Background: an optimization exercise with open tools, aiming at small area. Do not read the settings as production practice. In this exercise RTL edits were held to simulation tests only and were not proved equivalent to the original. Power figures rest on the tool's default switching activity, not on a simulated workload. No driver is modelled on the clock port, so clocking that relies on it looks cheaper here than on a real chip.

Setup of v6:
==> module font_cell_sched, before the edit <==
module font_cell_sched #(
    parameter logic [8:0]  C_VLOAD = 9'd0,
    parameter int unsigned C_CELLS = font_cell_sched_pkg::C_CELLS
) (
    input  logic                          CK_i,
    input  logic                          RST_i,
    input  logic                          PX_CK_EE_i,
    input  logic [8:0]                    VCTRs_i,
    input  logic                          A_VLD_i,
    output logic                          A_RDY_o,
    input  logic [7:0]                    A_IDXs_i,
    input  logic [4:0]                    A_CODEs_i,
    input  logic                          B_VLD_i,
    output logic                          B_RDY_o,
    input  logic [7:0]                    B_IDXs_i,
    input  logic [4:0]                    B_CODEs_i,
    input  logic                          CLR_i,
    output logic [C_CELLS*font_cell_sched_pkg::C_CELL_W-1:0] DATss_o,
    output logic                          LOAD_o,
    output logic                          BUSY_o,
    output logic                          ERR_o
);
    localparam int unsigned C_CELL_W = font_cell_sched_pkg::C_CELL_W;
    localparam int unsigned AW = $clog2(C_CELLS);
    localparam logic [AW-1:0] LAST = AW'(C_CELLS - 1);
    logic            busy_q;      
    logic [AW-1:0]   cnt_q;       
    logic            pend_q;
    logic            load_q;
    logic            err_q;
    logic            vatl_q;      
    logic            arb_en;
    logic [1:0]      gnt;
    logic            wr_en;
    logic [7:0]      wr_idx;
    logic [4:0]      wr_code;
    logic            at_load;
    logic            commit_evt;
    logic            do_commit;
    logic            clr_last;
    logic            sh_zero;
    logic            dsel_new;
    logic            dsel_old;
    assign arb_en = !busy_q && !RST_i;
    font_cell_rr_arb u_arb (
        .clk (CK_i),
        .rst (RST_i),
        .en  (arb_en),
        .req ({B_VLD_i, A_VLD_i}),
        .gnt (gnt)
    );
    assign A_RDY_o = gnt[0];
    assign B_RDY_o = gnt[1];
    assign wr_en   = |gnt;
    assign wr_idx  = gnt[1] ? B_IDXs_i  : A_IDXs_i;
    assign wr_code = gnt[1] ? B_CODEs_i : A_CODEs_i;
    assign at_load    = (VCTRs_i == C_VLOAD);
    assign commit_evt = PX_CK_EE_i && at_load && !vatl_q;
    assign do_commit  = !busy_q && (commit_evt || pend_q);
    assign clr_last = busy_q && (cnt_q == LAST);
    always_ff @(posedge CK_i) begin
        if (RST_i) begin
            busy_q <= 1'b0;
            pend_q <= 1'b0;
            load_q <= 1'b0;
            err_q  <= 1'b0;
            vatl_q <= (C_VLOAD == 9'd0);
        end else begin
            load_q <= do_commit;
            if (PX_CK_EE_i) begin
                vatl_q <= at_load;
            end
            if (wr_en && !(32'(wr_idx) < C_CELLS)) begin
                err_q <= 1'b1;
            end
            if (!busy_q) begin
                pend_q <= 1'b0;
                if (CLR_i) begin
                    busy_q <= 1'b1;
                end
            end else begin
                if (commit_evt) begin
                    pend_q <= 1'b1;
                end
                if (clr_last) begin
                    busy_q <= 1'b0;
                end
            end
        end
    end
    always_ff @(posedge CK_i) begin
        cnt_q <= busy_q ? cnt_q + 1'b1 : '0;
    end
    assign sh_zero = RST_i || clr_last;
    assign dsel_new = do_commit && !RST_i;
    assign dsel_old = !do_commit && !RST_i;
    for (genvar i = 0; i < C_CELLS; i++) begin : g_cell
        logic wsel;
        logic hsel;
        assign wsel = wr_en && (wr_idx == 8'(i));
        assign hsel = !(wsel || sh_zero);
        font_cell_slot u_slot (
            .clk      (CK_i),
            .wsel     (wsel),
            .hsel     (hsel),
            .code     (wr_code),
            .dsel_new (dsel_new),
            .dsel_old (dsel_old),
            .disp     (DATss_o[i*C_CELL_W +: C_CELL_W])
        );
    end
    assign LOAD_o = load_q;
    assign BUSY_o = busy_q;
    assign ERR_o  = err_q;
endmodule
==> module font_cell_slot, before the edit <==
module font_cell_slot #(
    parameter int unsigned W = font_cell_sched_pkg::C_CELL_W
) (
    input  logic         clk,
    input  logic         wsel,       
    input  logic         hsel,       
    input  logic [W-1:0] code,
    input  logic         dsel_new,   
    input  logic         dsel_old,   
    output logic [W-1:0] disp
);
    logic [W-1:0] shadow_q;
    logic [W-1:0] disp_q;
    always_ff @(posedge clk) begin
        shadow_q <= ({W{wsel}} & code) | ({W{hsel}} & shadow_q);
        disp_q   <= ({W{dsel_new}} & shadow_q) | ({W{dsel_old}} & disp_q);
    end
    assign disp = disp_q;
endmodule
clock: 5.0 ns
lec_check: 0
cap_margin: 20
core_margin: 2
core_utilization: 65
slew_margin: 20
synth_hierarchical: 1
standard.sh (not shown) runs the stock make flow with config.mk's settings and CLKGATE_MAP_FILE= SYNTH_SCRIPT=/design/flow/synth_recipe.tcl, a recipe that flattens the netlist after the stock synthesis.
==> flow/flow/run.sh <==
#!/bin/bash
# The standard layout (standard.sh: standard synthesis through finish), with
# two changes:
# - the port buffers that global placement inserts on every input and output are
#   buf_1 cells instead of the resizer's default pick;
# - clock tree synthesis clusters up to 30 flip-flops per leaf buffer and inserts
#   no dummy loads.
set -o pipefail
bash standard.sh \
  "BUFFER_PORTS_ARGS=-buffer_cell sky130_fd_sc_hd__buf_1" \
  "CTS_ARGS=-sink_clustering_enable -repair_clock_nets -dont_use_dummy_load -sink_clustering_size 30 -sink_clustering_max_diameter 100" \
  finish > standard.log 2>&1
v6 ended with every stage complete and zero timing, DRC or antenna violations.
> inputs changed (v6 -> v7)
==> flow/design.v, changed modules only <==
module font_cell_sched #(
    parameter logic [8:0]  C_VLOAD = 9'd0,
    parameter int unsigned C_CELLS = font_cell_sched_pkg::C_CELLS
) (
    input  logic                          CK_i,
    input  logic                          RST_i,
    input  logic                          PX_CK_EE_i,
    input  logic [8:0]                    VCTRs_i,
    input  logic                          A_VLD_i,
    output logic                          A_RDY_o,
    input  logic [7:0]                    A_IDXs_i,
    input  logic [4:0]                    A_CODEs_i,
    input  logic                          B_VLD_i,
    output logic                          B_RDY_o,
    input  logic [7:0]                    B_IDXs_i,
    input  logic [4:0]                    B_CODEs_i,
    input  logic                          CLR_i,
    output logic [C_CELLS*font_cell_sched_pkg::C_CELL_W-1:0] DATss_o,
    output logic                          LOAD_o,
    output logic                          BUSY_o,
    output logic                          ERR_o
);
    localparam int unsigned C_CELL_W = font_cell_sched_pkg::C_CELL_W;
    localparam int unsigned AW = $clog2(C_CELLS);
    localparam logic [AW-1:0] LAST = AW'(C_CELLS - 1);
    logic            busy_q;      
    logic [AW-1:0]   cnt_q;       
    logic            pend_q;
    logic            load_q;
    logic            err_q;
    logic            vatl_q;      
    logic            arb_en;
    logic [1:0]      gnt;
    logic            wr_en;
    logic [7:0]      wr_idx;
    logic [4:0]      wr_code;
    logic            at_load;
    logic            commit_evt;
    logic            do_commit;
    logic            clr_last;
    logic            sh_zero;
    logic            dsel_new;
    logic            dsel_old;
    assign arb_en = !busy_q && !RST_i;
    font_cell_rr_arb u_arb (
        .clk (CK_i),
        .rst (RST_i),
        .en  (arb_en),
        .req ({B_VLD_i, A_VLD_i}),
        .gnt (gnt)
    );
    assign A_RDY_o = gnt[0];
    assign B_RDY_o = gnt[1];
    assign wr_en   = |gnt;
    assign wr_idx  = gnt[1] ? B_IDXs_i  : A_IDXs_i;
    assign wr_code = gnt[1] ? B_CODEs_i : A_CODEs_i;
    assign at_load    = (VCTRs_i == C_VLOAD);
    assign commit_evt = PX_CK_EE_i && at_load && !vatl_q;
    assign do_commit  = !busy_q && (commit_evt || pend_q);
    assign clr_last = busy_q && (cnt_q == LAST);
    always_ff @(posedge CK_i) begin
        if (RST_i) begin
            busy_q <= 1'b0;
            pend_q <= 1'b0;
            load_q <= 1'b0;
            err_q  <= 1'b0;
            vatl_q <= (C_VLOAD == 9'd0);
        end else begin
            load_q <= do_commit;
            if (PX_CK_EE_i) begin
                vatl_q <= at_load;
            end
            if (wr_en && !(32'(wr_idx) < C_CELLS)) begin
                err_q <= 1'b1;
            end
            if (!busy_q) begin
                pend_q <= 1'b0;
                if (CLR_i) begin
                    busy_q <= 1'b1;
                end
            end else begin
                if (commit_evt) begin
                    pend_q <= 1'b1;
                end
                if (clr_last) begin
                    busy_q <= 1'b0;
                end
            end
        end
    end
    always_ff @(posedge CK_i) begin
        cnt_q <= busy_q ? cnt_q + 1'b1 : '0;
    end
    assign sh_zero = RST_i || clr_last;
    localparam int unsigned C_COLS = font_cell_sched_pkg::C_COLS;
    localparam int unsigned C_ROWS = (C_CELLS + C_COLS - 1) / C_COLS;
    logic [C_ROWS-1:0]   wr_row;
    logic [C_COLS-1:0]   wr_col;
    logic [C_ROWS-1:0]   hz_row;    
    logic [C_COLS-1:0]   hz_col;    
    logic [C_CELL_W-1:0] wr_rcode [C_ROWS];
    for (genvar j = 0; j < C_ROWS; j++) begin : g_row
        assign wr_row[j]   = wr_en && (wr_idx[7:4] == 4'(j));
        assign hz_row[j]   = wr_row[j] || sh_zero;
        assign wr_rcode[j] = {C_CELL_W{wr_row[j]}} & wr_code;
    end
    for (genvar k = 0; k < C_COLS; k++) begin : g_col
        assign wr_col[k] = (wr_idx[3:0] == 4'(k));
        assign hz_col[k] = wr_col[k] || sh_zero;
    end
    assign dsel_new = do_commit && !RST_i;
    assign dsel_old = !do_commit && !RST_i;
    for (genvar i = 0; i < C_CELLS; i++) begin : g_cell
        font_cell_slot u_slot (
            .clk      (CK_i),
            .wcol     (wr_col[i % C_COLS]),
            .wcode    (wr_rcode[i / C_COLS]),
            .hz_row   (hz_row[i / C_COLS]),
            .hz_col   (hz_col[i % C_COLS]),
            .dsel_new (dsel_new),
            .dsel_old (dsel_old),
            .disp     (DATss_o[i*C_CELL_W +: C_CELL_W])
        );
    end
    assign LOAD_o = load_q;
    assign BUSY_o = busy_q;
    assign ERR_o  = err_q;
endmodule
module font_cell_slot #(
    parameter int unsigned W = font_cell_sched_pkg::C_CELL_W
) (
    input  logic         clk,
    input  logic         wcol,       
    input  logic [W-1:0] wcode,      
    input  logic         hz_row,     
    input  logic         hz_col,     
    input  logic         dsel_new,   
    input  logic         dsel_old,   
    output logic [W-1:0] disp
);
    logic [W-1:0] shadow_q;
    logic [W-1:0] disp_q;
    logic         hsel;      
    font_cell_hold u_hold (
        .hz_row (hz_row),
        .hz_col (hz_col),
        .hsel   (hsel)
    );
    always_ff @(posedge clk) begin
        shadow_q <= ({W{wcol}} & wcode) | ({W{hsel}} & shadow_q);
        disp_q   <= ({W{dsel_new}} & shadow_q) | ({W{dsel_old}} & disp_q);
    end
    assign disp = disp_q;
endmodule
module font_cell_hold (
    input  logic hz_row,
    input  logic hz_col,
    output logic hsel
);
    assign hsel = !(hz_row && hz_col);
endmodule
--- outcome ---
v7: post-placement setup slack is 92 ps lower than what v6 reported.
v7: wire length of the first global-routing pass is about 2.4% lower than what v6 reported.
v7 ends up with a placed instance area that is 0.87% lower than in v6.
Diff v6 -> v7 | fraction of area in registers | increase of 0.46 points
Lower number of buffer and inverter instances along the worst setup path was reported by v7, not v6.
Higher area after synthesis was reported by v6, not v7.
v6 ended up with more cell instances than v7 did.
Delta (v7 minus v6): maximum level of the CTS H-tree did not really move, total power did not really move, final critical-path required period went up.
Cmp v7 vs v6: post-detailed-route wirelength per cell higher in v7

separate check: timing with driven ports:
No port has a modelled driver above. Below, the same layouts with a new extraction and two added sets of constraints.
Step 1 (the two cells are an assumption about what drives the block):
set clk [get_ports {CK_i}]
set_driving_cell -lib_cell sky130_fd_sc_hd__clkbuf_16 $clk
set_driving_cell -lib_cell sky130_fd_sc_hd__buf_2 [delete_from_list [all_inputs] $clk]
Step 2 moves the port delays by t, midway between the first and last clock arrival at a register: inputs arrive t later, outputs are due t later. That takes back most of the time a late clock gives input paths.
Slacks: ideal ports / drivers / drivers and shift; pairs: ideal ports / drivers.
run	t (ns)	slack for setup (ns)	worst slew at a driven data input, ns	cell pins on the clock port's net
v6	0.736	0.956 / 0.893 / 0.385	0.21	1
v7	0.729	0.838 / 0.838 / 0.298	0.23	1
After both steps every run listed still meets setup and hold. For v6, which loses most, drivers alone change the setup slack by -0.063 ns; drivers and shift together by -0.571 ns.
